What follows belongs to an exercise in optimizing a design on an open flow for small area, a short achievable clock period and few clock cycles; a production flow would make more cautious choices.
Only simulation tests tie the RTL to the original design; equivalence was not proved.
Power and IR drop assume default switching activity.

<file path="flow/config.mk">
export PLATFORM = sky130hd
export DESIGN_NAME = cursor_text_buffer_editor_core
export DESIGN_NICKNAME = cursor_text_buffer_editor_core
export VERILOG_FILES = /design/flow/design.v
export SDC_FILE = /design/flow/constraint.sdc
export NUM_CORES = 4
export LEC_CHECK = 0
export CAP_MARGIN = 20
export CORE_MARGIN = 2
export CORE_UTILIZATION = 40
export SETUP_SLACK_MARGIN = 5
export SLEW_MARGIN = 60
export SYNTH_HIERARCHICAL = 1
</file>
<file path="flow/constraint.sdc">
create_clock -name core_clock -period 10.0 [get_ports {clk}]
set_input_delay 2.0000 -clock core_clock [delete_from_list [all_inputs] [get_ports {clk}]]
set_output_delay 2.0000 -clock core_clock [all_outputs]
set_load 0.01 [all_outputs]
</file>
<file path="flow/design.v">
package ctbe_pkg;
    localparam int ACTION_W = 3;
    localparam int COUNT_W  = 8;
    localparam int BYTE_W   = 8;
    localparam int PEEK_W   = 10;
    localparam int CURSOR_W = 11;
    localparam logic [BYTE_W-1:0] SPACE_BYTE = 8'h20;
    typedef enum logic [ACTION_W-1:0] {
        ACT_INSERT  = 3'd0,
        ACT_DELETE  = 3'd1,
        ACT_SWAP    = 3'd2,
        ACT_ADVANCE = 3'd3,
        ACT_BACKUP  = 3'd4,
        ACT_READ    = 3'd5
    } action_t;
    typedef struct packed {
        logic load;
        logic clear_wr;
        logic ins_step;
        logic del_step;
        logic move;
        logic swap_chk;
        logic swap_rd;
        logic swap_wr_lo;
        logic swap_wr_hi;
        logic peek_rd;
        logic finish;
    } cmd_t;
    typedef struct packed {
        logic clear_last;
        logic ins_done;
        logic del_done;
        logic swap_ok;
    } status_t;
endpackage
import ctbe_pkg::*;
module ctbe_ctrl #(
    parameter int RW = 18
) (
    input  logic          clk,
    input  logic          rst_n,
    output logic          in_ready,
    output logic          stall,
    input  logic          push,
    input  logic [RW-1:0] push_data,
    output logic          out_valid,
    input  logic          out_ready,
    output logic [RW-1:0] out_data
);
    logic [RW-1:0] q0, q1;
    logic          q0v, q1v;
    logic          q0v_next, q1v_next;
    logic          dlv;
    logic          in_ready_reg;
    assign dlv = q0v && out_ready;
    always_comb
    begin
        if (dlv)
        begin
            q0v_next = q1v || push;
            q1v_next = q1v && push;
        end
        else
        begin
            q0v_next = q0v || push;
            q1v_next = q1v || (q0v && push);
        end
    end
    always_ff @(posedge clk or negedge rst_n)
    begin
        if (!rst_n)
        begin
            q0v          <= 1'b0;
            q1v          <= 1'b0;
            in_ready_reg <= 1'b0;
        end
        else
        begin
            q0v          <= q0v_next;
            q1v          <= q1v_next;
            in_ready_reg <= !q1v_next;
        end
    end
    always_ff @(posedge clk)
    begin
        if (dlv)
        begin
            q0 <= q1v ? q1 : push_data;
            q1 <= push_data;
        end
        else
        begin
            if (!q0v)
            begin
                q0 <= push_data;
            end
            if (!q1v)
            begin
                q1 <= push_data;
            end
        end
    end
    assign in_ready  = in_ready_reg;
    assign stall     = q1v;
    assign out_valid = q0v;
    assign out_data  = q0;
endmodule
import ctbe_pkg::*;
module ctbe_aoi222 (
    input  logic a0,
    input  logic b0,
    input  logic a1,
    input  logic b1,
    input  logic a2,
    input  logic b2,
    output logic y
);
    assign y = !((a0 && b0) || (a1 && b1) || (a2 && b2));
endmodule
module ctbe_aoi22 (
    input  logic a0,
    input  logic b0,
    input  logic a1,
    input  logic b1,
    output logic y
);
    assign y = !((a0 && b0) || (a1 && b1));
endmodule
module ctbe_nand4 (
    input  logic a,
    input  logic b,
    input  logic c,
    input  logic d,
    output logic y
);
    assign y = !(a && b && c && d);
endmodule
module ctbe_nor2 (
    input  logic a,
    input  logic b,
    output logic y
);
    assign y = !(a || b);
endmodule
module ctbe_nand3 (
    input  logic a,
    input  logic b,
    input  logic c,
    output logic y
);
    assign y = !(a && b && c);
endmodule
module ctbe_rdbit (
    input  logic [127:0] sel,
    input  logic [127:0] d,
    output logic         y_n
);
    logic [42:0] n;      
    logic [10:0] g;      
    logic [5:0]  h;      
    logic [1:0]  k;      
    for (genvar i = 0; i < 42; i++)
    begin : g_aoi
        ctbe_aoi222 u_aoi (
            .a0 (sel[3 * i]),     .b0 (d[3 * i]),
            .a1 (sel[3 * i + 1]), .b1 (d[3 * i + 1]),
            .a2 (sel[3 * i + 2]), .b2 (d[3 * i + 2]),
            .y  (n[i])
        );
    end
    ctbe_aoi22 u_aoi_last (
        .a0 (sel[126]), .b0 (d[126]),
        .a1 (sel[127]), .b1 (d[127]),
        .y  (n[42])
    );
    for (genvar i = 0; i < 10; i++)
    begin : g_l1
        ctbe_nand4 u_g (.a (n[4 * i]), .b (n[4 * i + 1]), .c (n[4 * i + 2]), .d (n[4 * i + 3]),
                        .y (g[i]));
    end
    ctbe_nand3 u_g_last (.a (n[40]), .b (n[41]), .c (n[42]), .y (g[10]));
    for (genvar i = 0; i < 5; i++)
    begin : g_l2
        ctbe_nor2 u_h (.a (g[2 * i]), .b (g[2 * i + 1]), .y (h[i]));
    end
    assign h[5] = !g[10];
    ctbe_nand3 u_k0 (.a (h[0]), .b (h[1]), .c (h[2]), .y (k[0]));
    ctbe_nand3 u_k1 (.a (h[3]), .b (h[4]), .c (h[5]), .y (k[1]));
    ctbe_nor2  u_y  (.a (k[0]), .b (k[1]), .y (y_n));
endmodule
module ctbe_range (
    input  logic [8:0]  lo,
    input  logic [8:0]  hi,
    output logic [15:0] g_full,
    output logic [15:0] g_first,
    output logic [15:0] g_last,
    output logic [15:0] c_first,
    output logic [15:0] c_last
);
    logic [4:0] lg, hg;
    logic [3:0] lc, hc;
    logic       same_group;
    assign lg = lo[8:4];
    assign lc = lo[3:0];
    assign hg = hi[8:4];
    assign hc = hi[3:0];
    assign same_group = (lg == hg);
    always_comb
    begin
        for (int g = 0; g < 16; g++)
        begin
            g_full[g]  = (lg < 5'(g)) && (5'(g) < hg);
            g_first[g] = (lg == 5'(g));
            g_last[g]  = (hg == 5'(g)) && (lg < 5'(g));
        end
        for (int c = 0; c < 16; c++)
        begin
            c_first[c] = (4'(c) >= lc) && (!same_group || (4'(c) < hc));
            c_last[c]  = (4'(c) < hc);
        end
    end
endmodule
module ctbe_datapath (
    input  logic        clk,
    input  logic [15:0] g_full,      
    input  logic [15:0] g_first,
    input  logic [15:0] g_last,
    input  logic [15:0] c_first,
    input  logic [15:0] c_last,
    input  logic [7:0]  wdata_e,
    input  logic [7:0]  wdata_o,
    input  logic [15:0] rhi_e,       
    input  logic [7:0]  rlo_e,       
    input  logic [15:0] rhi_o,
    input  logic [7:0]  rlo_o,
    output logic [7:0]  rdata_e_n,
    output logic [7:0]  rdata_o_n
);
    logic [7:0] mem_e [128];
    logic [7:0] mem_o [128];
    logic [255:0] wen;
    always_comb
    begin
        for (int i = 0; i < 256; i++)
        begin
            wen[i] = g_full[i / 16] || (g_first[i / 16] && c_first[i % 16]) ||
                     (g_last[i / 16] && c_last[i % 16]);
        end
    end
    always_ff @(posedge clk)
    begin
        for (int j = 0; j < 128; j++)
        begin
            if (wen[2 * j])
            begin
                mem_e[j] <= wdata_e;
            end
            if (wen[2 * j + 1])
            begin
                mem_o[j] <= wdata_o;
            end
        end
    end
    logic [127:0] sel_e, sel_o;
    logic [127:0] col_e [8];
    logic [127:0] col_o [8];
    always_comb
    begin
        for (int j = 0; j < 128; j++)
        begin
            sel_e[j] = rhi_e[j / 8] && rlo_e[j % 8];
            sel_o[j] = rhi_o[j / 8] && rlo_o[j % 8];
            for (int b = 0; b < 8; b++)
            begin
                col_e[b][j] = mem_e[j][b];
                col_o[b][j] = mem_o[j][b];
            end
        end
    end
    for (genvar b = 0; b < 8; b++)
    begin : g_rd
        ctbe_rdbit u_rd_e (.sel (sel_e), .d (col_e[b]), .y_n (rdata_e_n[b]));
        ctbe_rdbit u_rd_o (.sel (sel_o), .d (col_o[b]), .y_n (rdata_o_n[b]));
    end
endmodule
import ctbe_pkg::*;
module cursor_text_buffer_editor_core #(
    parameter int BUFFER_BYTES = 256
) (
    input  logic                           clk,
    input  logic                           rst_n,
    input  logic                           in_valid,
    output logic                           in_ready,
    input  logic [ctbe_pkg::ACTION_W-1:0]  action,
    input  logic [ctbe_pkg::COUNT_W-1:0]   count,
    input  logic [ctbe_pkg::BYTE_W-1:0]    value,
    input  logic [ctbe_pkg::PEEK_W-1:0]    peek_index,
    output logic                           out_valid,
    input  logic                           out_ready,
    output logic [ctbe_pkg::CURSOR_W-1:0]  cursor,
    output logic [ctbe_pkg::BYTE_W-1:0]    peek_byte,
    output logic                           error
);
    logic stall;
    logic       v0;
    logic       up0, dn0, ins0, del0, swp0, rd0, bad0;
    logic [7:0] c0, x0;
    logic [7:0] p0;
    always_ff @(posedge clk or negedge rst_n)
    begin
        if (!rst_n)
        begin
            v0 <= 1'b0;
        end
        else if (!stall)
        begin
            v0 <= in_valid && in_ready;
        end
    end
    always_ff @(posedge clk)
    begin
        if (!stall)
        begin
            up0  <= (action == ACT_INSERT) || (action == ACT_ADVANCE);
            dn0  <= (action == ACT_DELETE) || (action == ACT_BACKUP);
            ins0 <= (action == ACT_INSERT);
            del0 <= (action == ACT_DELETE);
            swp0 <= (action == ACT_SWAP);
            rd0  <= (action == ACT_READ) && (peek_index[9:8] == 2'b00);
            bad0 <= (action == ACT_READ) && (peek_index[9:8] != 2'b00);
            c0   <= count;
            x0   <= (action == ACT_DELETE) ? SPACE_BYTE : value;
            p0   <= peek_index[7:0];
        end
    end
    logic [8:0] cur_reg, cur_next;
    logic [8:0] cur_inc;
    logic [9:0] sum, dif;
    logic       up_clip, dn_clip, swap_ok;
    logic [8:0] up_val, dn_val;
    logic       err;
    logic [8:0] lo_next, hi_next;
    assign sum     = {1'b0, cur_reg} + {2'b0, c0};
    assign dif     = {1'b0, cur_reg} - {2'b0, c0};
    assign up_clip = sum[9] || (sum[8] && (sum[7:0] != '0));
    assign dn_clip = dif[9];
    assign up_val  = up_clip ? 9'd256 : sum[8:0];
    assign dn_val  = dn_clip ? 9'd0 : dif[8:0];
    assign swap_ok = !(cur_reg[8] || (cur_reg[7:0] == 8'hff));
    assign cur_inc = cur_reg + 9'd1;
    always_comb
    begin
        cur_next = cur_reg;
        err      = bad0;
        if (up0)
        begin
            cur_next = up_val;
            err      = up_clip;
        end
        else if (dn0)
        begin
            cur_next = dn_val;
            err      = dn_clip;
        end
        else if (swp0)
        begin
            cur_next = swap_ok ? cur_inc : cur_reg;
            err      = !swap_ok;
        end
        if (!v0)
        begin
            cur_next = cur_reg;
        end
    end
    always_comb
    begin
        lo_next = 9'd256;
        hi_next = 9'd0;
        if (v0 && ins0)
        begin
            lo_next = cur_reg;
            hi_next = up_val;
        end
        else if (v0 && del0)
        begin
            lo_next = dn_val;
            hi_next = cur_reg;
        end
        else if (v0 && swp0 && swap_ok)
        begin
            lo_next = cur_reg;
            hi_next = cur_reg + 9'd2;
        end
    end
    logic       v1, rd1, par1, err1;
    logic [8:0] lo1, hi1, res1;
    logic [7:0] x1;
    logic [15:0] rhi_e1, rhi_o1;
    logic [7:0]  rlo_e1, rlo_o1;
    logic [8:0] se_b, so_b, pe_b, po_b;
    logic       fe_s, fo_s, fe_p, fo_p;
    logic       e_mo1, e_me1, e_wo1, e_we1, o_me1, o_mo1, o_we1, o_wo1, x_1;
    assign se_b = {1'b0, cur_inc[7:1], 1'b0};
    assign so_b = {1'b0, cur_reg[7:1], 1'b1};
    assign pe_b = {1'b0, p0[7:1], 1'b0};
    assign po_b = {1'b0, p0[7:1], 1'b1};
    assign fe_s = (se_b >= lo1) && (se_b < hi1);
    assign fo_s = (so_b >= lo1) && (so_b < hi1);
    assign fe_p = (pe_b >= lo1) && (pe_b < hi1);
    assign fo_p = (po_b >= lo1) && (po_b < hi1);
    always_ff @(posedge clk or negedge rst_n)
    begin
        if (!rst_n)
        begin
            cur_reg <= '0;
            v1      <= 1'b0;
            lo1     <= 9'd256;
            hi1     <= 9'd0;
        end
        else if (!stall)
        begin
            cur_reg <= cur_next;
            v1      <= v0;
            lo1     <= lo_next;
            hi1     <= hi_next;
        end
    end
    always_ff @(posedge clk)
    begin
        if (!stall)
        begin
            rd1   <= rd0;
            par1  <= p0[0];
            err1  <= err;
            res1  <= cur_next;
            x1    <= x0;
            for (int k = 0; k < 16; k++)
            begin
                rhi_e1[k] <= swp0 ? (cur_inc[7:4] == 4'(k)) : (p0[7:4] == 4'(k));
                rhi_o1[k] <= swp0 ? (cur_reg[7:4] == 4'(k)) : (p0[7:4] == 4'(k));
            end
            for (int k = 0; k < 8; k++)
            begin
                rlo_e1[k] <= swp0 ? (cur_inc[3:1] == 3'(k)) : (p0[3:1] == 3'(k));
                rlo_o1[k] <= swp0 ? (cur_reg[3:1] == 3'(k)) : (p0[3:1] == 3'(k));
            end
            e_mo1 <= swp0 && !fo_s;
            e_wo1 <= swp0 && fo_s;
            e_me1 <= rd0 && !fe_p;
            e_we1 <= rd0 && fe_p;
            o_me1 <= swp0 && !fe_s;
            o_we1 <= swp0 && fe_s;
            o_mo1 <= rd0 && !fo_p;
            o_wo1 <= rd0 && fo_p;
            x_1   <= !swp0 && !rd0;
        end
    end
    logic       v2, rd2, par2, err2;
    logic [8:0] res2;
    logic [15:0] gf1, gs1, gl1, cs1, cl1;    
    logic [15:0] gf2, gs2, gl2, cs2, cl2;    
    logic [7:0] we2, wo2;
    logic [7:0] mem_e_n, mem_o_n, mem_e, mem_o;
    ctbe_datapath u_datapath (
        .clk       (clk),
        .g_full    (gf2),
        .g_first   (gs2),
        .g_last    (gl2),
        .c_first   (cs2),
        .c_last    (cl2),
        .wdata_e   (we2),
        .wdata_o   (wo2),
        .rhi_e     (rhi_e1),
        .rlo_e     (rlo_e1),
        .rhi_o     (rhi_o1),
        .rlo_o     (rlo_o1),
        .rdata_e_n (mem_e_n),
        .rdata_o_n (mem_o_n)
    );
    ctbe_range u_range (
        .lo      (lo1),
        .hi      (hi1),
        .g_full  (gf1),
        .g_first (gs1),
        .g_last  (gl1),
        .c_first (cs1),
        .c_last  (cl1)
    );
    assign mem_e = ~mem_e_n;
    assign mem_o = ~mem_o_n;
    always_ff @(posedge clk or negedge rst_n)
    begin
        if (!rst_n)
        begin
            v2  <= 1'b0;
            gf2 <= '1;
            gs2 <= '0;
            gl2 <= '0;
            cs2 <= '0;
            cl2 <= '0;
            we2 <= 8'h00;
            wo2 <= 8'h00;
        end
        else if (!stall)
        begin
            v2  <= v1;
            gf2 <= gf1;
            gs2 <= gs1;
            gl2 <= gl1;
            cs2 <= cs1;
            cl2 <= cl1;
            we2 <= ({8{e_mo1}} & mem_o) | ({8{e_me1}} & mem_e) | ({8{e_wo1}} & wo2) |
                   ({8{e_we1}} & we2) | ({8{x_1}} & x1);
            wo2 <= ({8{o_me1}} & mem_e) | ({8{o_mo1}} & mem_o) | ({8{o_we1}} & we2) |
                   ({8{o_wo1}} & wo2) | ({8{x_1}} & x1);
        end
    end
    always_ff @(posedge clk)
    begin
        if (!stall)
        begin
            rd2  <= rd1;
            par2 <= par1;
            err2 <= err1;
            res2 <= res1;
        end
    end
    logic [17:0] res_q;
    ctbe_ctrl #(
        .RW (18)
    ) u_ctrl (
        .clk       (clk),
        .rst_n     (rst_n),
        .in_ready  (in_ready),
        .stall     (stall),
        .push      (v2 && !stall),
        .push_data ({res2, (rd2 ? (par2 ? wo2 : we2) : 8'h00), err2}),
        .out_valid (out_valid),
        .out_ready (out_ready),
        .out_data  (res_q)
    );
    assign cursor    = {2'b00, res_q[17:9]};
    assign peek_byte = res_q[8:1];
    assign error     = res_q[0];
endmodule
</file>
<file path="flow/run.sh">
#!/bin/bash
# synth_recipe.tcl (not shown) runs the flow's synth.tcl, then flattens the netlist and writes it again
# the make line also repeats each setting of config.mk as NAME=value (left out here)
make -C /OpenROAD-flow-scripts/flow DESIGN_CONFIG=/design/flow/config.mk WORK_HOME=/design/flow/orfs CLKGATE_MAP_FILE= SYNTH_SCRIPT=/design/flow/synth_recipe.tcl finish
</file>
==> results of run 1 <==
==> Yosys stat by module (local to each module, per instance), a selection <==
module,times used,cell area (µm²),flip-flops and latches,cells inside
ctbe_datapath,1,67000,2048,2720
ctbe_aoi222,672,10.0,0,1
ctbe_nand3,48,5.00,0,1
ctbe_nand4,160,6.26,0,1
ctbe_nor2,96,3.75,0,1
ctbe_range,1,1080,0,187
ctbe_aoi22,16,12.5,0,1
ctbe_rdbit,16,3.75,0,1
cursor_text_buffer_editor_core,1,12600,246,1098
==> kinds of logic (layout without fill, tap and decap cells) <==
logic type | Yosys count | in the layout | share of synthesized area, %
flip-flops | 2333 | 2333 | 76.3
AO/OA/AOI/OAI | 1266 | 1266 | 12.8
XOR/XNOR | 32 | 32 | 0.338
multiplexers | 128 | 128 | 1.62
AND/OR/NAND/NOR | 954 | 954 | 5.71
buffers and inverters | 316 | 650 | 2.27
other | 2 | 7 | 0.00827
adder cells (fa/ha/maj) | 68 | 68 | 0.954
==> power groups by stage <==
stage | combinational, mW | clock [mW] | sequential, mW
after CTS | 9.98 | 8.26 | 18.2
after floorplan | 6.07 | 0 | 17.5
after detailed placement | 9.96 | 0 | 18.3
after global routing | 11.0 | 8.65 | 18.4
final | 10.3 | 8.14 | 18.1
after global placement | 9.31 | 0 | 18.4
==> final cells by class <==
| type | instances | share of cell area [%] |
|---|---|---|
| Antenna cell | 2 | 0.00490 |
| Clock buffer | 290 | 5.69 |
| Clock inverter | 114 | 1.17 |
| Inverter | 80 | 0.306 |
| Multi-Input combinational cell | 2453 | 19.2 |
| Sequential cell | 2333 | 68.0 |
| Tap cell | 2992 | 3.67 |
| Timing Repair Buffer | 166 | 2.00 |
==> how the worst max path moves through the flow <==
stage,from,endpoint,depth (start not counted)
after detailed placement,out_ready,u_ctrl.q1[17],4
final,u_ctrl.q0v,out_valid,1
after CTS,u_ctrl.q0v,out_valid,1
after global routing,u_ctrl.q0v,out_valid,1
after global placement,out_ready,u_ctrl.q1[6],3
after floorplan,u_ctrl.q1v,lo1[8],5
==> cell usage after synthesis, types with 6 or more instances <==
cell / number
a211oi_1: 16
a21o_1: 15
a21oi_1: 73
a221o_1: 252
a221oi_1: 17
a222oi_1: 672
a22o_1: 7
a22oi_2: 16
a31oi_1: 16
and2_1: 264
and3_1: 7
buf_2: 45
buf_4: 24
buf_6: 70
buf_8: 15
clkbuf_1: 65
clkbuf_2: 13
dfrtp_1: 112
dfstp_2: 17
dfxtp_1: 18
edfxtp_1: 2186
ha_1: 66
inv_1: 80
mux2_2: 109
mux2_4: 10
mux2i_1: 9
nand2_1: 116
nand2b_1: 26
nand3_1: 81
nand4_1: 164
nor2_1: 172
nor2b_1: 36
nor3_1: 34
o21a_1: 16
o21ai_0: 85
o31a_1: 6
o31ai_1: 7
or2_2: 13
or3_1: 8
xnor2_1: 17
xor2_1: 13
==> layer usage <==
metal	track usage, %	up-vias	wire [µm]
li1	-	22500	-
met4	7.96	10	9760
met2	33.7	3214	118000
met3	4.60	512	26100
met5	0	-	108
met1	29.9	27800	102000
==> stage by stage <==
| step | power [mW] | instance area [µm²] |
|---|---|---|
| final | 36.6 | 102000 |
| after global routing | 38.0 | 102000 |
| after CTS | 36.4 | 102000 |
| after detailed placement | 28.3 | 94700 |
| after global placement | 27.7 | 93900 |
| after floorplan | 23.6 | 90800 |
==> run summary, run 1 <==
status no timing/DRC/antenna violations; initial antenna violation count 17; Core Footprint 225,000 µm²; part of the power in the clock network 22.2%; nets@finish 5,351; Inserted Clock Buffers 216; Internal 23.6 mW; Fmax 0.248 GHz; clock slew at reported path FFs 0.06 ns; hold buffer count at CTS 0; commonest non-fill, non-tap cell in the layout edfxtp_1; hold path depth 0; CP Buf/Inv Count 1; Mapped Avg Cell Area 17.8 µm²; Ports 55; Leak 32.4 nW; dpl ws 6.36 ns; Vias/cell 6.42; Hold Crit Start x0[7]; fill count 19,200; max_cap viols 0; Worst Setup Start Kind register; Most used DFF post-synth edfxtp_1; Seq. cell area 69,400 µm²; clk latency of the worst-skew pair 0.87 ns; Sw Share 35.5%; Finished Layout Cells 8,430; DR pass1 iterations 10; share of synthesized flip-flops with an asynchronous set or reset 5.53%; Rel. slew slack 56.4%; arrival time at the worst endpoint 2.03 ns; first-pass GRT wire length 366 mm; Netlist Area Pre-Place 90,800 µm²; clock skew 0.0470 ns; slowest stage cell, crit path clkdlybuf4s50_1; largest net degree at the start of global routing 92; CP max stage delay 0.61 ns; RD Place Congestion 0.898; peak supply drop 0.000228 V; Synth top area share 72.3%; worst slew pin tran 0.654 ns; Max Slew Vio Count 0; Crit Reg-Reg Startpoint rlo_e1[0]; die area 231,000 µm²; CTS sink cnt 2,333; number of synthesized register bits 2,333; WL final 256 mm; Layout area overhead 12.5%; number of synthesized flops with an enable pin 2,186; Initial DRC Count 9,339; synth warn 18; fin crit period 4.03 ns; crit path max fanout 7; Pwr Density 358 nW/µm²; total vias in the final route 54,100; vias in the first global route 51,700; clk buf depth 3; DRT antenna net count 0; FP Rows 174; class of the worst hold path register to register; Die X 480 µm; most frequent cells in the layout edfxtp_1 (2,186), a222oi_1 (672), and2_1 (264); crit-path cells clkdlybuf4s50_1; Req. time, crit path 8.00 ns; Final TNS setup 0 ns; H-Tree Depth 4; registers with the most flip-flops u_datapath.mem_e x1024, u_datapath.mem_o x1024; CTS tree yes; kind of critical path register to primary output; Starting Density 40.3%; Tcrit/Tclk final 40.3%; register area share after synthesis 76.3%; area leader, netlist edfxtp_1; utilization after layout 45.3%; Reg power frac 49.5%; Fin Hold WS 0.417 ns; residual DRC count 0; main area contributors after synthesis edfxtp_1 (72%), a222oi_1 (7.4%), dfrtp_1 (3.1%); WL/cell 30.4 µm; total track usage 21.7%; Syn Inst Count 5,099; placed instance count 8,002; setup slack, reg-to-reg 6.63 ns; RR Endpoint wo2[5]; Switching Power 13.0 mW; R2R depth 11; DP HPWL 163 mm; grt total ovfl 0; CTS root buf clkbuf_16; WHS Endpoint x1[7]; Setup Buffers After CTS 0; post-CTS sizing 0; I/O Buffers 52; Final WS setup 5.97 ns; Final setup viols 0; Distinct cells, synth 94; layout cell share with drive strength beyond 1 12.7%; Logic pwr share 28.2%; Die Height 480 µm; RSZ-0062 raised after global routing false; CP endpoint kind primary output; Final Hold Vio Count 0; CP top delay family buffers and inverters; Multi-input gate area 19,600 µm²
Testbench counts, summed over its fixed seeds: cycles 4,032.
==> inputs of run 2 (changes only) <==
--- a/flow/config.mk
+++ b/flow/config.mk
@@ -8,6 +8,8 @@
 export CAP_MARGIN = 20
 export CORE_MARGIN = 2
 export CORE_UTILIZATION = 40
+export CTS_CLUSTER_DIAMETER = 100
+export CTS_CLUSTER_SIZE = 30
 export SETUP_SLACK_MARGIN = 5
 export SLEW_MARGIN = 60
 export SYNTH_HIERARCHICAL = 1
==> run summary, run 2 <==
Worst Setup Start Kind register (unchanged); RD Place Congestion 0.898 (unchanged); Ports 55 (unchanged); share of synthesized flip-flops with an asynchronous set or reset 5.53% (unchanged); Starting Density 40.3% (unchanged); fin crit period 3.95 ns (was 4.03 ns); dpl ws 6.36 ns (unchanged); post-CTS sizing 0 (unchanged); area leader, netlist edfxtp_1 (unchanged); met3 WL 25.2 mm (was 26.1 mm); Finished Layout Cells 8,165 (was 8,430); Synth top area share 72.3% (unchanged); Die X 480 µm (unchanged); max_cap viols 0 (unchanged); Inserted Clock Buffers 89 (was 216); CP Buf/Inv Count 1 (unchanged); commonest cells in the netlist edfxtp_1 (2,186), a222oi_1 (672), and2_1 (264) (unchanged); commonest non-fill, non-tap cell in the layout edfxtp_1 (unchanged); slowest stage cell, crit path clkdlybuf4s50_1 (unchanged); Fmax 0.253 GHz (was 0.248 GHz); layout cell share with drive strength beyond 1 9.53% (was 12.7%); RSZ-0062 raised after global routing false (unchanged); Pwr Density 337 nW/µm² (was 358 nW/µm²); Crit Reg-Reg Startpoint rlo_e1[6] (was rlo_e1[0]); register area share after synthesis 76.3% (unchanged); power consumption 32.9 mW (was 36.6 mW); CTS root buf clkbuf_16 (unchanged); CTS sink cnt 2,333 (unchanged); Setup Buffers After CTS 0 (unchanged); clk buf depth 3 (unchanged); Distinct cells, synth 94 (unchanged); Req. time, crit path 8.00 ns (about the same); Fin Hold WS 0.422 ns (was 0.417 ns); CP top delay family buffers and inverters (unchanged); vias in the first global route 50,200 (was 51,700); Hold Crit Start x0[7] (unchanged); hold buffer count at CTS 0 (unchanged); Rel. slew slack 57.1% (was 56.4%); clk latency of the worst-skew pair 0.77 ns (was 0.87 ns); CP max stage delay 0.61 ns (about the same); DR top layer met5 (unchanged); WL final 253 mm (was 256 mm); synth warn 18 (unchanged); WHS Endpoint x1[7] (unchanged); count leader, synth edfxtp_1 (unchanged); Die Height 480 µm (unchanged); class of the worst hold path register to register (unchanged); status no timing/DRC/antenna violations (unchanged); worst slew pin tran 0.643 ns (was 0.654 ns); Core Footprint 225,000 µm² (unchanged); Final setup viols 0 (unchanged); RR Endpoint wo2[5] (unchanged); arrival time at the worst endpoint 1.95 ns (was 2.03 ns); peak supply drop 0.000229 V (was 0.000228 V); Tcrit/Tclk final 39.5% (was 40.3%); kind of critical path register to primary output (unchanged); clock skew 0.0354 ns (was 0.0470 ns); first-pass GRT wire length 361 mm (was 366 mm); Layout area overhead 7.49% (was 12.5%); total vias in the final route 52,900 (was 54,100); met2 routed WL 118 mm (about the same); number of synthesized register bits 2,333 (unchanged); CP endpoint kind primary output (unchanged); Vias/cell 6.48 (was 6.42); Final Hold Vio Count 0 (unchanged); residual DRC count 0 (unchanged); DP HPWL 163 mm (unchanged); Mapped Avg Cell Area 17.8 µm² (unchanged); crit-path cells clkdlybuf4s50_1 (unchanged); Syn Inst Count 5,099 (unchanged); Leak 30.2 nW (was 32.4 nW); WL/cell 31.0 µm (was 30.4 µm); clock slew at reported path FFs 0.12 ns (was 0.06 ns); FP Rows 174 (unchanged); main area contributors after synthesis edfxtp_1 (72%), a222oi_1 (7.4%), dfrtp_1 (3.1%) (unchanged); R2R depth 11 (unchanged); number of synthesized flops with an enable pin 2,186 (unchanged); I/O Buffers 52 (unchanged); Final TNS setup 0 ns (unchanged); nets@finish 5,223 (was 5,351); placed instance count 8,002 (unchanged); setup slack, reg-to-reg 6.56 ns (was 6.63 ns); hold path depth 0 (unchanged); registers with the most flip-flops u_datapath.mem_e x1024, u_datapath.mem_o x1024 (unchanged); initial antenna violation count 17 (unchanged); die area 231,000 µm² (unchanged); Max Slew Vio Count 0 (unchanged); CTS tree yes (unchanged); Netlist Area Pre-Place 90,800 µm² (unchanged); Most used DFF post-synth edfxtp_1 (unchanged); crit path max fanout 7 (unchanged); H-Tree Depth 3 (was 4); met1 wire length 101 mm (was 102 mm); Initial DRC Count 9,350 (was 9,339); total track usage 21.3% (was 21.7%); most frequent cells in the layout edfxtp_1 (2,186), a222oi_1 (672), and2_1 (264) (unchanged); DR pass1 iterations 12 (was 10); largest net degree at the start of global routing 92 (unchanged); grt total ovfl 0 (unchanged); Final WS setup 6.05 ns (was 5.97 ns); DRT antenna net count 0 (unchanged)
run 2: through the flow:
stage                     instance area [µm²]  util, %
after detailed placement                94700     42.0
after global placement                  93900     41.7
after global routing                    97600     43.3
after CTS                               97200     43.1
after floorplan                         90800        -
final                                   97600     43.3
run 2: worst max-delay path by stage:
stage / depth (start not counted) / end / start
after global placement: 3 / u_ctrl.q1[6] / out_ready
final: 1 / out_valid / u_ctrl.q0v
after detailed placement: 4 / u_ctrl.q1[17] / out_ready
after floorplan: 5 / lo1[8] / u_ctrl.q1v
after CTS: 1 / out_valid / u_ctrl.q0v
after global routing: 1 / out_valid / u_ctrl.q0v
run 2: final cells by class:
type                       count  area (µm²)
fill                       19500      128000
clock buffer                 125        2400
sequential                  2333       69400
tap                         2992        3740
antenna                        8        20.0
clock inverter                 9         104
multi-input combinational   2453       19600
timing repair buffer         165        2020
inverter                      80         313
run 2: cell families after synthesis:
logic type | after synthesis | synth area share [%]
flip-flops | 2333 | 76.3
AO/OA/AOI/OAI | 1266 | 12.8
AND/OR/NAND/NOR | 954 | 5.71
buffers and inverters | 316 | 2.27
multiplexers | 128 | 1.62
adder cells (fa/ha/maj) | 68 | 0.954
XOR/XNOR | 32 | 0.338
other | 2 | 0.00827
run 2: per-layer routing:
| metal | GRT usage (%) | vias to the layer above |
|---|---|---|
| li1 | - | 22100 |
| met5 | 0 | - |
| met4 | 7.02 | 6 |
| met3 | 3.68 | 386 |
| met2 | 33.6 | 3121 |
| met1 | 29.8 | 27300 |
run 2: modules after synthesis (local to each module, per instance), a selection:
module                          cell area, µm²  copies in the design  flops+latches
ctbe_nand4                                6.26                   160              0
ctbe_nand3                                5.00                    48              0
cursor_text_buffer_editor_core           12600                     1            246
ctbe_nor2                                 3.75                    96              0
ctbe_rdbit                                3.75                    16              0
ctbe_range                                1080                     1              0
run 2: power by group:
| group | switching (mW) | internal, mW |
|---|---|---|
| Combinational | 7.23 | 3.06 |
| Sequential | 2.17 | 15.9 |
| Clock | 2.82 | 1.72 |
| Total | 12.2 | 20.7 |
==> inputs of run 3 (changes only) <==
==> flow/flow/run.sh (new file) <==
#!/bin/bash
# The standard layout (the standard.sh: standard synthesis, floorplan, placement, CTS,
# routing), except that the input and output ports are buffered with
# sky130_fd_sc_hd__buf_2 instead of the cell buffer_ports picks on its own
# (sky130_fd_sc_hd__clkdlybuf4s50_1, a delay buffer). Every port still gets one buffer.
# The whole output of the flow (make, yosys, openroad) goes to standard.log here; ORFS's
# per-step logs stay under orfs/logs/.
set -uo pipefail
export BUFFER_PORTS_ARGS="-buffer_cell sky130_fd_sc_hd__buf_2"
bash standard.sh > standard.log 2>&1
rc=$?
tail -n 40 standard.log
exit $rc
==> flow/standard.sh (new file) <==
#!/bin/bash
# synth_recipe.tcl (not shown) runs the flow's synth.tcl, then flattens the netlist and writes it again
# the make line also repeats each setting of config.mk as NAME=value (left out here)
make -C /OpenROAD-flow-scripts/flow DESIGN_CONFIG=/design/flow/config.mk WORK_HOME=/design/flow/orfs CLKGATE_MAP_FILE= SYNTH_SCRIPT=/design/flow/synth_recipe.tcl "${@:-finish}"
removed: flow/run.sh
==> run summary, run 3 <==
CP endpoint kind register (was primary output); number of synthesized flops with an enable pin 2,186 (unchanged); register area share after synthesis 76.3% (unchanged); clock slew at reported path FFs 0.12 ns (about the same); most used cell, CP nor2_1; Max Slew Vio Count 0 (unchanged); WL final 258 mm (was 253 mm); registers with the most flip-flops u_datapath.mem_e x1024, u_datapath.mem_o x1024 (unchanged); peak supply drop 0.000202 V (was 0.000229 V); area leader, netlist edfxtp_1 (unchanged); Crit Reg-Reg Startpoint rlo_o1[4] (was rlo_e1[6]); Req. time, crit path 10.65 ns (was 8.00 ns); Ports 55 (unchanged); count leader, synth edfxtp_1 (unchanged); Distinct cells, synth 94 (unchanged); Tcrit/Tclk final 37.0% (was 39.5%); DP HPWL 168 mm (was 163 mm); crit path max fanout 16 (was 7); synth warn 18 (unchanged); crit-path cells buf_4 > and2_1 > a222oi_1 > nand4_1 > nor2_1 > nand3_1 > nor2_1 > inv_1 > a221oi_1 > o21ai_0 (was clkdlybuf4s50_1); Fmax 0.270 GHz (was 0.253 GHz); most frequent cells in the layout edfxtp_1 (2,186), a222oi_1 (672), and2_1 (264) (unchanged); CP top delay family simple AND/OR/NAND/NOR gates (was buffers and inverters); RD Place Congestion 0.909 (was 0.898); Synth top area share 72.3% (unchanged); H-Tree Depth 3 (unchanged); CP max stage delay 0.57 ns (was 0.61 ns); initial antenna violation count 16 (was 17); RSZ-0062 raised after global routing false (unchanged); Final setup viols 0 (unchanged); Inserted Clock Buffers 88 (was 89); Pwr Density 340 nW/µm² (was 337 nW/µm²); residual DRC count 0 (unchanged); clk latency of the worst-skew pair 0.78 ns (was 0.77 ns); clk buf depth 3 (unchanged); WL/cell 31.5 µm (was 31.0 µm); utilization after layout 43.2% (was 43.3%); Worst Setup Start Kind register (unchanged); Levels on crit path 10 (was 1); Rel. slew slack 56.9% (was 57.1%); commonest non-fill, non-tap cell in the layout edfxtp_1 (unchanged); main area contributors after synthesis edfxtp_1 (72%), a222oi_1 (7.4%), dfrtp_1 (3.1%) (unchanged); max_cap viols 0 (unchanged); Final Hold Vio Count 0 (unchanged); status no timing/DRC/antenna violations (unchanged); R2R depth 10 (was 11); total track usage 21.6% (was 21.3%); Syn Inst Count 5,099 (unchanged); CTS tree yes (unchanged); Vias/cell 6.55 (was 6.48); I/O Buffers 52 (unchanged); layout cell share with drive strength beyond 1 10.4% (was 9.53%); DR pass1 iterations 9 (was 12); Starting Density 40.3% (unchanged); worst slew pin tran 0.639 ns (was 0.643 ns); CTS sink cnt 2,333 (unchanged); Mapped Avg Cell Area 17.8 µm² (unchanged); nets@finish 5,230 (was 5,223); largest net degree at the start of global routing 82 (was 92); Core Footprint 225,000 µm² (unchanged); CP Buf/Inv Count 2 (was 1); FP Rows 174 (unchanged); vias in the first global route 51,000 (was 50,200); RR Endpoint we2[2] (was wo2[5]); fin crit period 3.70 ns (was 3.95 ns); hold buffer count at CTS 0 (unchanged); share of synthesized flip-flops with an asynchronous set or reset 5.53% (unchanged); launch point of the worst path rlo_o1[4] (was u_ctrl.q0v); DRT antenna net count 0 (unchanged); Setup Buffers After CTS 0 (unchanged); setup slack, reg-to-reg 6.30 ns (was 6.56 ns); fill count 19,400 (was 19,500); commonest cells in the netlist edfxtp_1 (2,186), a222oi_1 (672), and2_1 (264) (unchanged); arrival time at the worst endpoint 4.35 ns (was 1.95 ns); clock skew 0.0451 ns (was 0.0354 ns); total vias in the final route 53,500 (was 52,900); Die X 480 µm (unchanged); Layout area overhead 7.19% (was 7.49%); CTS root buf clkbuf_16 (unchanged); Initial DRC Count 10,200 (was 9,350); die area 231,000 µm² (unchanged); kind of critical path register to register (was register to primary output); slowest stage cell, crit path a222oi_1 (was clkdlybuf4s50_1); number of synthesized register bits 2,333 (unchanged); class of the worst hold path register to register (unchanged); grt total ovfl 0 (unchanged); Most used DFF post-synth edfxtp_1 (unchanged); first-pass GRT wire length 368 mm (was 361 mm); Netlist Area Pre-Place 90,800 µm² (unchanged); worst setup path endpoint we2[2] (was out_valid); Leak 30.2 nW (about the same); Final TNS setup 0 ns (unchanged); Die Height 480 µm (unchanged); post-CTS sizing 0 (unchanged)
-- run 3: per-layer routing --
layer | track usage (%) | wire, µm | vias up
met5 | 0 | 34 | -
met4 | 8.53 | 10800 | 6
met3 | 3.38 | 25100 | 451
met2 | 33.4 | 118000 | 3270
met1 | 30.8 | 104000 | 27700
li1 | - | - | 22100
-- run 3: logic make-up (layout without fill, tap and decap cells) --
kind of cell | Yosys count | in the layout | synth area share, %
buf+inv | 316 | 386 | 2.27
fa+ha+maj | 68 | 68 | 0.954
xor+xnor | 32 | 32 | 0.338
simple gates | 954 | 954 | 5.71
mux | 128 | 128 | 1.62
other cells | 2 | 10 | 0.00827
compound gates | 1266 | 1266 | 12.8
flops | 2333 | 2333 | 76.3
-- run 3: power breakdown --
part | internal [mW] | total (mW) | switching (mW)
combinational | 3.04 | 10.5 | 7.45
sequential | 15.9 | 18.0 | 2.11
clock | 1.73 | 4.55 | 2.82
total | 20.7 | 33.1 | 12.4
-- run 3: final cells by class --
cell class | instances | area, µm² | share of cell area [%]
well taps | 2992 | 3740 | 3.85
diodes | 5 | 12.5 | 0.0129
repair buffers | 173 | 1790 | 1.84
clock buffers | 127 | 2430 | 2.50
flip-flops and latches | 2333 | 69400 | 71.3
inverters | 80 | 313 | 0.321
multi-input cells | 2453 | 19600 | 20.1
clock inverters | 6 | 67.6 | 0.0694
-- run 3: worst reg2reg max path: stages, from the launching register on --
cell,delay (ns)
edfxtp_1,0.38
buf_4,0.32
and2_1,0.35
a222oi_1,0.57
nand4_1,0.23
nor2_1,0.33
nand3_1,0.31
nor2_1,0.54
inv_1,0.14
a221oi_1,0.29
o21ai_0,0.12
-- run 3: worst min path at each step --
| stage | cells past startpoint | to | slack (ns) | startpoint |
|---|---|---|---|---|
| global placement | 0 | x1[0] | 0.40 | x0[0] |
| global route | 0 | x1[1] | 0.44 | x0[1] |
| finish | 0 | par2 | 0.43 | par1 |
| floorplan | 0 | err2 | 0.40 | err1 |
| CTS | 0 | x1[4] | 0.43 | x0[4] |
| detailed placement | 0 | res2[8] | 0.41 | res1[8] |
-- run 3: Yosys stat by module (local to each module, per instance), excerpt --
module / cells inside / flip-flops and latches / copies in the design
ctbe_rdbit: 1 / 0 / 16
ctbe_nand3: 1 / 0 / 48
ctbe_aoi222: 1 / 0 / 672
ctbe_aoi22: 1 / 0 / 16
ctbe_nor2: 1 / 0 / 96
ctbe_nand4: 1 / 0 / 160
ctbe_datapath: 2720 / 2048 / 1
-- run 3: metrics by stage --
step                      area [µm²]  setup slack (ns)  hold WS (ns)  instances  total power [mW]
final                          97300              6.30         0.429       8169              33.1
after CTS                      97100              6.40         0.433       8154              32.9
after floorplan                90800              5.01         0.400       5102              23.6
after detailed placement       94600              6.53         0.405       8021              28.5
after global routing           97300              6.20         0.437       8167              34.3
after global placement         93700              6.44         0.404       7982              27.8
==> inputs of run 4 (changes only) <==
--- a/flow/design.v
+++ b/flow/design.v
@@ -51,7 +51,10 @@
     logic          q0v, q1v;
     logic          q0v_next, q1v_next;
     logic          dlv;
-    logic          in_ready_reg;
+    logic          in_ready_reg, out_valid_reg;
+    logic [1:0]    occ;
+    assign q0v = occ[0] || occ[1];
+    assign q1v = occ[1];
     assign dlv = q0v && out_ready;
     always_comb
     begin
@@ -70,15 +73,15 @@
     begin
         if (!rst_n)
         begin
-            q0v          <= 1'b0;
-            q1v          <= 1'b0;
-            in_ready_reg <= 1'b0;
+            occ           <= 2'b00;
+            in_ready_reg  <= 1'b0;
+            out_valid_reg <= 1'b0;
         end
         else
         begin
-            q0v          <= q0v_next;
-            q1v          <= q1v_next;
-            in_ready_reg <= !q1v_next;
+            occ           <= {q1v_next, q0v_next && !q1v_next};
+            in_ready_reg  <= !q1v_next;
+            out_valid_reg <= q0v_next;
         end
     end
     always_ff @(posedge clk)
@@ -102,7 +105,7 @@
     end
     assign in_ready  = in_ready_reg;
     assign stall     = q1v;
-    assign out_valid = q0v;
+    assign out_valid = out_valid_reg;
     assign out_data  = q0;
 endmodule
 import ctbe_pkg::*;
--- a/flow/config.mk
+++ b/flow/config.mk
@@ -7,7 +7,7 @@
 export LEC_CHECK = 0
 export CAP_MARGIN = 20
 export CORE_MARGIN = 2
-export CORE_UTILIZATION = 40
+export CORE_UTILIZATION = 50
 export CTS_CLUSTER_DIAMETER = 100
 export CTS_CLUSTER_SIZE = 30
 export SETUP_SLACK_MARGIN = 5
==> run summary, run 4 <==
launch point of the worst path rlo_o1[2] (was rlo_o1[4]); kind of critical path register to register (unchanged); clock skew 0.0384 ns (was 0.0451 ns); Req. time, crit path 10.63 ns (was 10.65 ns); DP HPWL 168 mm (about the same); Die Height 430 µm (was 480 µm); Initial DRC Count 9,855 (was 10,200); residual DRC count 0 (unchanged); registers with the most flip-flops u_datapath.mem_e x1024, u_datapath.mem_o x1024 (unchanged); CTS tree yes (unchanged); Syn Inst Count 5,105 (was 5,099); fin crit period 3.70 ns (about the same); DR pass1 iterations 8 (was 9); Distinct cells, synth 93 (was 94); Tcrit/Tclk final 37.0% (about the same); Synth top area share 72.3% (about the same); WL final 260 mm (was 258 mm); WL/cell 34.4 µm (was 31.5 µm); grt total ovfl 0 (unchanged); power consumption 30.0 mW (was 33.1 mW); Hold Crit Start p0[0] (was par1); Die X 430 µm (was 480 µm); Most used DFF post-synth edfxtp_1 (unchanged); die area 185,000 µm² (was 231,000 µm²); max_cap viols 0 (unchanged); Crit Reg-Reg Startpoint rlo_o1[2] (was rlo_o1[4]); share of synthesized flip-flops with an asynchronous set or reset 5.57% (was 5.53%); DRT antenna net count 0 (unchanged); Multi-input gate area 19,600 µm² (about the same); commonest non-fill, non-tap cell in the layout edfxtp_1 (unchanged); Final Hold Vio Count 0 (unchanged); vias in the first global route 50,700 (was 51,000); layout cell share with drive strength beyond 1 10.4% (about the same); CTS sink cnt 2,334 (was 2,333); Seq. cell area 69,400 µm² (about the same); number of synthesized register bits 2,334 (was 2,333); peak supply drop 0.000377 V (was 0.000202 V); Layout area overhead 6.48% (was 7.19%); Ports 55 (unchanged); Final setup viols 0 (unchanged); first-pass GRT wire length 369 mm (was 368 mm); Max Slew Vio Count 0 (unchanged); total vias in the final route 53,500 (about the same); H-Tree Depth 3 (unchanged); Final TNS setup 0 ns (unchanged); Pwr Density 310 nW/µm² (was 340 nW/µm²); post-CTS sizing 0 (unchanged); CP endpoint kind register (unchanged); largest net degree at the start of global routing 81 (was 82); RD Place Congestion 0.919 (was 0.909); synth warn 18 (unchanged); count leader, synth edfxtp_1 (unchanged); most frequent cells in the layout edfxtp_1 (2,186), a222oi_1 (672), and2_1 (264) (unchanged); Rel. slew slack 56.8% (was 56.9%); status no timing/DRC/antenna violations (unchanged); area leader, netlist edfxtp_1 (unchanged); I/O Buffers 52 (unchanged); RSZ-0062 raised after global routing false (unchanged); CTS root buf clkbuf_16 (unchanged); initial antenna violation count 16 (unchanged); Mapped Avg Cell Area 17.8 µm² (about the same); clock slew at reported path FFs 0.12 ns (about the same); total track usage 27.5% (was 21.6%); Worst Setup Start Kind register (unchanged); worst slew pin tran 0.643 ns (was 0.639 ns); register area share after synthesis 76.3% (about the same); arrival time at the worst endpoint 4.33 ns (was 4.35 ns); Vias/cell 7.07 (was 6.55); Inserted Clock Buffers 88 (unchanged); Core Footprint 181,000 µm² (was 225,000 µm²); class of the worst hold path register to register (unchanged); Fmax 0.270 GHz (about the same); Leak 30.5 nW (was 30.2 nW); number of synthesized flops with an enable pin 2,186 (unchanged); crit path max fanout 16 (unchanged); clk latency of the worst-skew pair 0.76 ns (was 0.78 ns); nets@finish 5,246 (was 5,230); clk buf depth 3 (unchanged); fill count 14,100 (was 19,400); main area contributors after synthesis edfxtp_1 (72%), a222oi_1 (7.4%), dfrtp_1 (3.1%) (unchanged); hold buffer count at CTS 0 (unchanged); commonest cells in the netlist edfxtp_1 (2,186), a222oi_1 (672), and2_1 (264) (unchanged); Starting Density 50.3% (was 40.3%); FP Rows 156 (was 174); Netlist Area Pre-Place 90,800 µm² (about the same); Setup Buffers After CTS 0 (unchanged)
[run 4: area by class of cell]
| class | count | share of cell area, % |
|---|---|---|
| inverter | 80 | 0.318 |
| clock buffer | 121 | 2.45 |
| sequential | 2334 | 71.8 |
| tap | 2370 | 3.07 |
| timing repair buffer | 185 | 2.06 |
| antenna | 10 | 0.0259 |
| clock inverter | 9 | 0.0841 |
| multi-input combinational | 2456 | 20.2 |
[run 4: worst paths after layout]
check,end,slack [ns],cells past startpoint
setup / recovery,we2[6],6.30,10
hold / removal,par1,0.43,0
setup reg to reg,we2[6],6.30,10
hold reg to reg,par1,0.43,0
max in group asynchronous,cl2[13],7.75,3
min in group asynchronous,u_ctrl.out_valid_reg,1.10,1
[run 4: kinds of logic (layout without fill, tap and decap cells)]
kind of cell / Yosys count / in the layout / share of synthesized area (%)
mux: 128 / 128 / 1.62
buf+inv: 318 / 395 / 2.28
xor+xnor: 33 / 33 / 0.347
compound gates: 1264 / 1264 / 12.8
flops: 2334 / 2334 / 76.3
fa+ha+maj: 68 / 68 / 0.953
simple gates: 958 / 958 / 5.72
other cells: 2 / 15 / 0.00827
[run 4: routing by layer]
metal  up-vias  wire [µm]  track usage (%)
li1      22100          -                -
met1     27800     106000             40.5
met2      3166     120000             42.1
met3       389      26100             4.55
met4        12       8280             8.57
met5         -         76                0
[run 4: critical path, stage by stage, from the launching register on]
cell      delay [ns]
edfxtp_1        0.38
buf_4           0.28
and2_1          0.33
a222oi_1        0.51
nand4_1         0.28
nor2_1          0.39
nand3_1         0.32
nor2_1          0.55
o21ai_0         0.19
a221oi_1        0.21
o21ai_0         0.10
[run 4: modules after synthesis, one instance, submodules excluded, a selection]
module	area [µm²]	cells inside
ctbe_aoi22	12.5	1
ctbe_aoi222	10.0	1
ctbe_datapath	67000	2720
ctbe_nand3	5.00	1
ctbe_nand4	6.26	1
ctbe_nor2	3.75	1
ctbe_range	1080	187
ctbe_rdbit	3.75	1
cursor_text_buffer_editor_core	12600	1098
[run 4: through the flow]
stage	area (µm²)	utilization [%]	cells	worst slack, ns	hold slack, ns
after floorplan	90800	-	5108	5.10	0.400
after global routing	96700	53.6	7556	6.36	0.442
after detailed placement	94100	52.1	7419	6.51	0.406
after CTS	96500	53.5	7549	6.50	0.432
after global placement	92900	51.5	7362	6.39	0.404
final	96700	53.6	7565	6.30	0.430
[run 4: power breakdown]
group / switching, mW / internal, mW / leakage, nW
clock network: 2.82 / 1.69 / 1.18
registers: 1.56 / 14.7 / 21.6
logic: 6.64 / 2.59 / 7.70
total: 11.0 / 19.0 / 30.5
Testbench counts of run 4, summed over its fixed seeds: cycles 4,032.
==> inputs of run 5 (changes only) <==
--- a/flow/config.mk
+++ b/flow/config.mk
@@ -8,8 +8,8 @@
 export CAP_MARGIN = 20
 export CORE_MARGIN = 2
 export CORE_UTILIZATION = 50
-export CTS_CLUSTER_DIAMETER = 100
-export CTS_CLUSTER_SIZE = 30
+export CTS_CLUSTER_DIAMETER = 80
+export CTS_CLUSTER_SIZE = 24
 export SETUP_SLACK_MARGIN = 5
 export SLEW_MARGIN = 60
 export SYNTH_HIERARCHICAL = 1
==> run summary, run 5 <==
Tcrit/Tclk final 36.9% (was 37.0%); Synth top area share 72.3% (unchanged); first-pass GRT wire length 370 mm (was 369 mm); RD Place Congestion 0.919 (unchanged); Req. time, crit path 10.65 ns (was 10.63 ns); GRT busiest layer met2 (unchanged); status no timing/DRC/antenna violations (unchanged); CTS sink cnt 2,334 (unchanged); die area 185,000 µm² (unchanged); kind of critical path register to register (unchanged); Core Footprint 181,000 µm² (unchanged); fill count 14,000 (was 14,100); power consumption 30.8 mW (was 30.0 mW); Leak 31.0 nW (was 30.5 nW); Setup Buffers After CTS 0 (unchanged); count leader, synth edfxtp_1 (unchanged); total vias in the final route 54,100 (was 53,500); DRT antenna net count 0 (unchanged); Distinct cells, synth 93 (unchanged); Ports 55 (unchanged); Max Slew Vio Count 0 (unchanged); Die X 430 µm (unchanged); nets@finish 5,273 (was 5,246); I/O Buffers 52 (unchanged); Rel. slew slack 55.1% (was 56.8%); Inserted Clock Buffers 113 (was 88); placed instance area 94,100 µm² (unchanged); Starting Density 50.3% (unchanged); Mapped Avg Cell Area 17.8 µm² (unchanged); peak supply drop 0.000380 V (was 0.000377 V); Syn Inst Count 5,105 (unchanged); class of the worst hold path register to register (unchanged); main area contributors after synthesis edfxtp_1 (72%), a222oi_1 (7.4%), dfrtp_1 (3.1%) (unchanged); Final Hold Vio Count 0 (unchanged); Final TNS setup 0 ns (unchanged); Final setup viols 0 (unchanged); area leader, netlist edfxtp_1 (unchanged); vias in the first global route 50,900 (was 50,700); clk latency of the worst-skew pair 0.77 ns (was 0.76 ns); max_cap viols 0 (unchanged); number of synthesized register bits 2,334 (unchanged); total track usage 27.5% (about the same); clock skew 0.0323 ns (was 0.0384 ns); commonest cells in the netlist edfxtp_1 (2,186), a222oi_1 (672), and2_1 (264) (unchanged); residual DRC count 0 (unchanged); share of synthesized flip-flops with an asynchronous set or reset 5.57% (unchanged); Pwr Density 315 nW/µm² (was 310 nW/µm²); Layout area overhead 7.53% (was 6.48%); Vias/cell 7.11 (was 7.07); Most used DFF post-synth edfxtp_1 (unchanged); synth warn 18 (unchanged); layout cell share with drive strength beyond 1 11.1% (was 10.4%); clk buf depth 3 (unchanged); fin crit period 3.69 ns (was 3.70 ns); CP endpoint kind register (unchanged); post-CTS sizing 0 (unchanged); CTS root buf clkbuf_16 (unchanged); commonest non-fill, non-tap cell in the layout edfxtp_1 (unchanged); Finished Layout Cells 7,615 (was 7,565); CTS tree yes (unchanged); register area share after synthesis 76.3% (unchanged); crit path max fanout 17 (was 16); Die Height 430 µm (unchanged); placed instance count 7,419 (unchanged); M2 GR Usage 41.8% (was 42.1%); met3 track demand over resource 4.77% (was 4.55%); DR pass1 iterations 10 (was 8); number of synthesized flops with an enable pin 2,186 (unchanged); H-Tree Depth 3 (unchanged); arrival time at the worst endpoint 4.34 ns (was 4.33 ns); hold path depth 0 (unchanged); FP Rows 156 (unchanged); RSZ-0062 raised after global routing false (unchanged); initial antenna violation count 18 (was 16); most frequent cells in the layout edfxtp_1 (2,186), a222oi_1 (672), and2_1 (264) (unchanged); WL final 261 mm (was 260 mm); DP HPWL 168 mm (unchanged); R2R depth 10 (unchanged); grt total ovfl 0 (unchanged); fin area 97,700 µm² (was 96,700 µm²); Initial DRC Count 9,409 (was 9,855); Fmax 0.271 GHz (was 0.270 GHz); hold buffer count at CTS 0 (unchanged); Netlist Area Pre-Place 90,800 µm² (unchanged); met1 Use GR 40.5% (about the same); Worst Setup Start Kind register (unchanged); utilization after layout 54.1% (was 53.6%); worst slew pin tran 0.669 ns (was 0.643 ns); largest net degree at the start of global routing 81 (unchanged); WL/cell 34.2 µm (was 34.4 µm); clock slew at reported path FFs 0.09 ns (was 0.12 ns); registers with the most flip-flops u_datapath.mem_e x1024, u_datapath.mem_o x1024 (unchanged)
[run 5: cell types whose count changed in the layout (fill, tap and decap cells not counted), moves of 2 or more]
cell / previous run / this run
clkbuf_1: 31 / 36
bufinv_16: 0 / 5
inv_6: 2 / 6
clkinv_1: 1 / 3
clkbuf_8: 2 / 4
diode_2: 10 / 8
clkbuf_16: 90 / 114
clkinv_2: 1 / 4
[run 5: per-stage QoR]
stage,setup slack [ns],hold WS (ns)
2_1_floorplan,5.10,0.400
3_3_place_gp,6.39,0.404
3_5_place_dp,6.51,0.406
4_1_cts,6.49,0.428
5_1_grt,6.31,0.438
6_report,6.31,0.425
[run 5: worst max-delay path, stage by stage (launching register included)]
cell	delay [ns]
edfxtp_1	0.37
buf_4	0.28
and2_1	0.33
a222oi_1	0.52
nand4_1	0.27
nor2_1	0.39
nand3_1	0.33
nor2_1	0.53
o21ai_0	0.19
a221oi_1	0.21
o21ai_0	0.10
[run 5: logic make-up (layout without fill, tap and decap cells)]
logic type | after synthesis | count (layout) | synth area share, %
xor gates and xnor gates | 33 | 33 | 0.347
DFF | 2334 | 2334 | 76.3
buffers and inverters | 318 | 447 | 2.28
AOI/OAI and AO/OA | 1264 | 1264 | 12.8
muxes | 128 | 128 | 1.62
other | 2 | 13 | 0.00827
and+or+nand+nor | 958 | 958 | 5.72
adders and majority gates | 68 | 68 | 0.953
[run 5: layer usage]
layer / wire, µm / up-vias
li1: - / 22200
met1: 106000 / 28100
met2: 119000 / 3304
met3: 27000 / 441
met4: 9170 / 14
met5: 90 / -
[run 5: path summary, 6_finish.rpt]
check | from | to | slack (ns)
min in group asynchronous | rst_n | u_ctrl.out_valid_reg | 1.07
hold / removal | p0[0] | par1 | 0.43
setup reg to reg | rlo_o1[2] | we2[6] | 6.31
max in group asynchronous | rst_n | cl2[13] | 7.78
hold reg to reg | p0[0] | par1 | 0.43
setup / recovery | rlo_o1[2] | we2[6] | 6.31
[run 5: power breakdown]
group,internal (mW),switching [mW]
sequential,14.7,1.56
clock,2.28,2.98
combinational,2.61,6.65
total,19.6,11.2
[run 5: cell type report]
cell class	count	area, µm²	area share, %
inverters	80	308	0.315
well taps	2370	2970	3.04
clock inverters	27	342	0.350
flip-flops and latches	2334	69400	71.1
multi-input cells	2456	19600	20.0
diodes	8	20.0	0.0205
clock buffers	153	3030	3.10
repair buffers	187	2020	2.07
[run 5: modules after synthesis, one instance, submodules excluded, a selection]
| module | area, µm² | copies in the design | cells | flops+latches |
|---|---|---|---|---|
| ctbe_aoi22 | 12.5 | 16 | 1 | 0 |
| ctbe_aoi222 | 10.0 | 672 | 1 | 0 |
| ctbe_nand3 | 5.00 | 48 | 1 | 0 |
| ctbe_nand4 | 6.26 | 160 | 1 | 0 |
| ctbe_nor2 | 3.75 | 96 | 1 | 0 |
| ctbe_range | 1080 | 1 | 187 | 0 |
| ctbe_rdbit | 3.75 | 16 | 1 | 0 |
| cursor_text_buffer_editor_core | 12600 | 1 | 1098 | 246 |
==> inputs of run 6 (changes only) <==
--- a/flow/design.v
+++ b/flow/design.v
@@ -462,8 +462,11 @@
     logic [8:0] res2;
     logic [15:0] gf1, gs1, gl1, cs1, cl1;    
     logic [15:0] gf2, gs2, gl2, cs2, cl2;    
-    logic [7:0] we2, wo2;
-    logic [7:0] mem_e_n, mem_o_n, mem_e, mem_o;
+    logic [7:0] rde2, rdo2, x2;
+    logic       e_mo2, e_me2, e_wo2, e_we2, o_me2, o_mo2, o_we2, o_wo2, x_2;
+    logic [7:0] wd_e, wd_o;                  
+    logic [7:0] wl_e, wl_o;                  
+    logic [7:0] mem_e_n, mem_o_n;
     ctbe_datapath u_datapath (
         .clk       (clk),
         .g_full    (gf2),
@@ -471,8 +474,8 @@
         .g_last    (gl2),
         .c_first   (cs2),
         .c_last    (cl2),
-        .wdata_e   (we2),
-        .wdata_o   (wo2),
+        .wdata_e   (wd_e),
+        .wdata_o   (wd_o),
         .rhi_e     (rhi_e1),
         .rlo_e     (rlo_e1),
         .rhi_o     (rhi_o1),
@@ -489,33 +492,43 @@
         .c_first (cs1),
         .c_last  (cl1)
     );
-    assign mem_e = ~mem_e_n;
-    assign mem_o = ~mem_o_n;
     always_ff @(posedge clk or negedge rst_n)
     begin
         if (!rst_n)
         begin
-            v2  <= 1'b0;
-            gf2 <= '1;
-            gs2 <= '0;
-            gl2 <= '0;
-            cs2 <= '0;
-            cl2 <= '0;
-            we2 <= 8'h00;
-            wo2 <= 8'h00;
+            v2    <= 1'b0;
+            gf2   <= '1;
+            gs2   <= '0;
+            gl2   <= '0;
+            cs2   <= '0;
+            cl2   <= '0;
+            e_mo2 <= 1'b0;
+            e_me2 <= 1'b0;
+            e_wo2 <= 1'b0;
+            e_we2 <= 1'b0;
+            o_me2 <= 1'b0;
+            o_mo2 <= 1'b0;
+            o_we2 <= 1'b0;
+            o_wo2 <= 1'b0;
+            x_2   <= 1'b0;
         end
         else if (!stall)
         begin
-            v2  <= v1;
-            gf2 <= gf1;
-            gs2 <= gs1;
-            gl2 <= gl1;
-            cs2 <= cs1;
-            cl2 <= cl1;
-            we2 <= ({8{e_mo1}} & mem_o) | ({8{e_me1}} & mem_e) | ({8{e_wo1}} & wo2) |
-                   ({8{e_we1}} & we2) | ({8{x_1}} & x1);
-            wo2 <= ({8{o_me1}} & mem_e) | ({8{o_mo1}} & mem_o) | ({8{o_we1}} & we2) |
-                   ({8{o_wo1}} & wo2) | ({8{x_1}} & x1);
+            v2    <= v1;
+            gf2   <= gf1;
+            gs2   <= gs1;
+            gl2   <= gl1;
+            cs2   <= cs1;
+            cl2   <= cl1;
+            e_mo2 <= e_mo1;
+            e_me2 <= e_me1;
+            e_wo2 <= e_wo1;
+            e_we2 <= e_we1;
+            o_me2 <= o_me1;
+            o_mo2 <= o_mo1;
+            o_we2 <= o_we1;
+            o_wo2 <= o_wo1;
+            x_2   <= x_1;
         end
     end
     always_ff @(posedge clk)
@@ -526,8 +539,17 @@
             par2 <= par1;
             err2 <= err1;
             res2 <= res1;
+            x2   <= x1;
+            rde2 <= ~mem_e_n;
+            rdo2 <= ~mem_o_n;
+            wl_e <= wd_e;
+            wl_o <= wd_o;
         end
     end
+    assign wd_e = ({8{e_mo2}} & rdo2) | ({8{e_me2}} & rde2) | ({8{e_wo2}} & wl_o) |
+                  ({8{e_we2}} & wl_e) | ({8{x_2}} & x2);
+    assign wd_o = ({8{o_me2}} & rde2) | ({8{o_mo2}} & rdo2) | ({8{o_we2}} & wl_e) |
+                  ({8{o_wo2}} & wl_o) | ({8{x_2}} & x2);
     logic [17:0] res_q;
     ctbe_ctrl #(
         .RW (18)
@@ -537,7 +559,7 @@
         .in_ready  (in_ready),
         .stall     (stall),
         .push      (v2 && !stall),
-        .push_data ({res2, (rd2 ? (par2 ? wo2 : we2) : 8'h00), err2}),
+        .push_data ({res2, (rd2 ? (par2 ? wd_o : wd_e) : 8'h00), err2}),
         .out_valid (out_valid),
         .out_ready (out_ready),
         .out_data  (res_q)
==> run summary, run 6 <==
status no timing/DRC/antenna violations (unchanged); RD Place Congestion 0.914 (was 0.919); post-CTS sizing 0 (unchanged); Initial DRC Count 10,700 (was 9,409); Starting Density 50.2% (was 50.3%); Hold Crit Start x0[4] (was p0[0]); Ports 55 (unchanged); commonest cells in the netlist edfxtp_1 (2,226), a222oi_1 (688), and2_1 (264) (was edfxtp_1 (2,186), a222oi_1 (672), and2_1 (264)); most frequent cells in the layout edfxtp_1 (2,226), a222oi_1 (688), and2_1 (264) (was edfxtp_1 (2,186), a222oi_1 (672), and2_1 (264)); CP endpoint kind primary output (was register); Die Height 433 µm (was 430 µm); CP max stage delay 0.43 ns (was 0.53 ns); total vias in the final route 53,900 (was 54,100); Distinct cells, synth 98 (was 93); worst slew pin tran 0.666 ns (was 0.669 ns); clock skew 0.0347 ns (was 0.0323 ns); CP Buf/Inv Count 1 (unchanged); Multi-input gate area 19,800 µm² (was 19,600 µm²); fill count 14,400 (was 14,000); largest net degree at the start of global routing 105 (was 81); die area 187,000 µm² (was 185,000 µm²); Layout area overhead 7.13% (was 7.53%); share of synthesized flip-flops with an asynchronous set or reset 5.20% (was 5.57%); Seq. cell area 70,400 µm² (was 69,400 µm²); fin crit period 3.38 ns (was 3.69 ns); Final TNS setup 0 ns (unchanged); DR pass1 iterations 10 (unchanged); dpl ws 6.78 ns (was 6.51 ns); WHS Endpoint x1[4] (was par1); DRT antenna net count 0 (unchanged); Inserted Clock Buffers 114 (was 113); CTS root buf clkbuf_16 (unchanged); synth warn 18 (unchanged); CP top delay family flip-flops (was simple AND/OR/NAND/NOR gates); layout cell share with drive strength beyond 1 10.8% (was 11.1%); clk buf depth 3 (unchanged); CTS tree yes (unchanged); Worst Setup Start Kind register (unchanged); main area contributors after synthesis edfxtp_1 (73%), a222oi_1 (7.5%), dfrtp_1 (2.9%) (was edfxtp_1 (72%), a222oi_1 (7.4%), dfrtp_1 (3.1%)); vias in the first global route 51,100 (was 50,900); utilization after layout 53.8% (was 54.1%); Syn Inst Count 5,120 (was 5,105); peak supply drop 0.000411 V (was 0.000380 V); placed instance count 7,500 (was 7,419); power consumption 33.1 mW (was 30.8 mW); Max Slew Vio Count 0 (unchanged); placed instance area 94,700 µm² (was 94,100 µm²); commonest non-fill, non-tap cell in the layout edfxtp_1 (unchanged); register area share after synthesis 76.5% (was 76.3%); first-pass GRT wire length 370 mm (about the same); Pwr Density 336 nW/µm² (was 315 nW/µm²); clock slew at reported path FFs 0.10 ns (was 0.09 ns); Finished Layout Cells 7,695 (was 7,615); arrival time at the worst endpoint 1.38 ns (was 4.34 ns); RR Endpoint o_we1 (was we2[6]); Crit Reg-Reg Startpoint cur_reg[2] (was rlo_o1[2]); total track usage 27.4% (was 27.5%); H-Tree Depth 3 (unchanged); I/O Buffers 52 (unchanged); R2R depth 9 (was 10); CTS sink cnt 2,367 (was 2,334); Fmax 0.295 GHz (was 0.271 GHz); number of synthesized register bits 2,367 (was 2,334); RSZ-0062 raised after global routing false (unchanged); nets@finish 5,271 (was 5,273); Req. time, crit path 8.00 ns (was 10.65 ns); crit path max fanout 1 (was 17); fin area 98,400 µm² (was 97,700 µm²); Setup Buffers After CTS 0 (unchanged); Mapped Avg Cell Area 17.9 µm² (was 17.8 µm²); WL final 261 mm (about the same); hold path depth 0 (unchanged); slowest stage cell, crit path edfxtp_1 (was nor2_1); Final setup viols 0 (unchanged); max_cap viols 0 (unchanged); DP HPWL 165 mm (was 168 mm); Die X 433 µm (was 430 µm); registers with the most flip-flops u_datapath.mem_e x1024, u_datapath.mem_o x1024 (unchanged); class of the worst hold path register to register (unchanged); Leak 30.9 nW (was 31.0 nW); Final WS setup 6.62 ns (was 6.31 ns); residual DRC count 0 (unchanged); Fin Hold WS 0.425 ns (about the same); FP Rows 157 (was 156); number of synthesized flops with an enable pin 2,226 (was 2,186); WL/cell 34.0 µm (was 34.2 µm); Final Hold Vio Count 0 (unchanged); Core Footprint 183,000 µm² (was 181,000 µm²); Vias/cell 7.00 (was 7.11); setup slack, reg-to-reg 6.80 ns (was 6.31 ns); Rel. slew slack 55.6% (was 55.1%); clk latency of the worst-skew pair 0.79 ns (was 0.77 ns); area leader, netlist edfxtp_1 (unchanged); kind of critical path register to primary output (was register to register); count leader, synth edfxtp_1 (unchanged); hold buffer count at CTS 0 (unchanged); Tcrit/Tclk final 33.8% (was 36.9%); Synth top area share 72.7% (was 72.3%); crit-path cells buf_2 (was buf_4 > and2_1 > a222oi_1 > nand4_1 > nor2_1 > nand3_1 > nor2_1 > o21ai_0 > a221oi_1 > o21ai_0); Netlist Area Pre-Place 91,900 µm² (was 90,800 µm²); Most used DFF post-synth edfxtp_1 (unchanged); grt total ovfl 0 (unchanged); initial antenna violation count 25 (was 18)
## run 6: cell types whose count changed after synthesis, sizes merged, moves of 9 or more
cell / delta
nand2: -11
o211a: +9
a22oi: +15
o21ai: -20
edfxtp: +40
nor2: +10
a222oi: +16
nor2b: -15
## run 6: per-module statistics from Yosys, one instance, submodules excluded, a selection
module / cell area (µm²) / cells
cursor_text_buffer_editor_core: 13600 / 1113
ctbe_range: 1090 / 187
ctbe_aoi222: 10.0 / 1
ctbe_datapath: 67000 / 2720
ctbe_aoi22: 12.5 / 1
ctbe_nand4: 6.26 / 1
ctbe_nor2: 3.75 / 1
ctbe_nand3: 5.00 / 1
ctbe_rdbit: 3.75 / 1
## run 6: cells by family after synthesis
logic type                 Yosys count  share of synthesized area, %
other                                2                       0.00817
buffers and inverters              325                          2.23
muxes                              129                          1.62
and+or+nand+nor                    941                          5.59
DFF                               2367                          76.5
adders and majority gates           68                         0.942
xor gates and xnor gates            33                         0.359
AOI/OAI and AO/OA                 1255                          12.7
## run 6: final cells by class
class	instances	area share (%)
multi-input cells	2431	20.1
repair buffers	172	1.46
clock inverters	27	0.269
clock buffers	146	3.14
well taps	2464	3.13
inverters	84	0.337
diodes	4	0.0102
flip-flops and latches	2367	71.5
## run 6: worst max-delay path by stage
stage / to / slack, ns / cells past startpoint / startpoint
3_5_place_dp: u_ctrl.q0[11] / 6.78 / 3 / out_ready
6_report: cursor[1] / 6.62 / 1 / u_ctrl.q0[10]
2_1_floorplan: lo1[8] / 5.45 / 5 / u_ctrl.occ[1]
5_1_grt: o_we1 / 6.53 / 9 / cur_reg[2]
4_1_cts: cursor[1] / 6.56 / 1 / u_ctrl.q0[10]
3_3_place_gp: rhi_e1[9] / 5.91 / 6 / cur_reg[2]
## run 6: where the power goes
part	internal (mW)	switching (mW)
sequential	16.0	1.39
clock	2.25	3.00
combinational	2.57	7.87
## run 6: layer usage
layer / vias to the layer above / track usage, % / share of wire [%]
met1: 28000 / 39.9 / 40
met2: 3120 / 42.0 / 46
met4: 20 / 8.77 / 3.3
met5: - / 0 / 0.068
met3: 431 / 5.22 / 11
li1: 22300 / - / -
Testbench counts of run 6, summed over its fixed seeds: cycles 4,032.

Setup slack of run 6, layout unchanged: 6.615 ns with ideal ports, 6.537 ns with driving cells assumed (clock clkbuf_16, inputs buf_2), 6.796 ns with port delays also shifted by the 0.855 ns mid clock arrival.
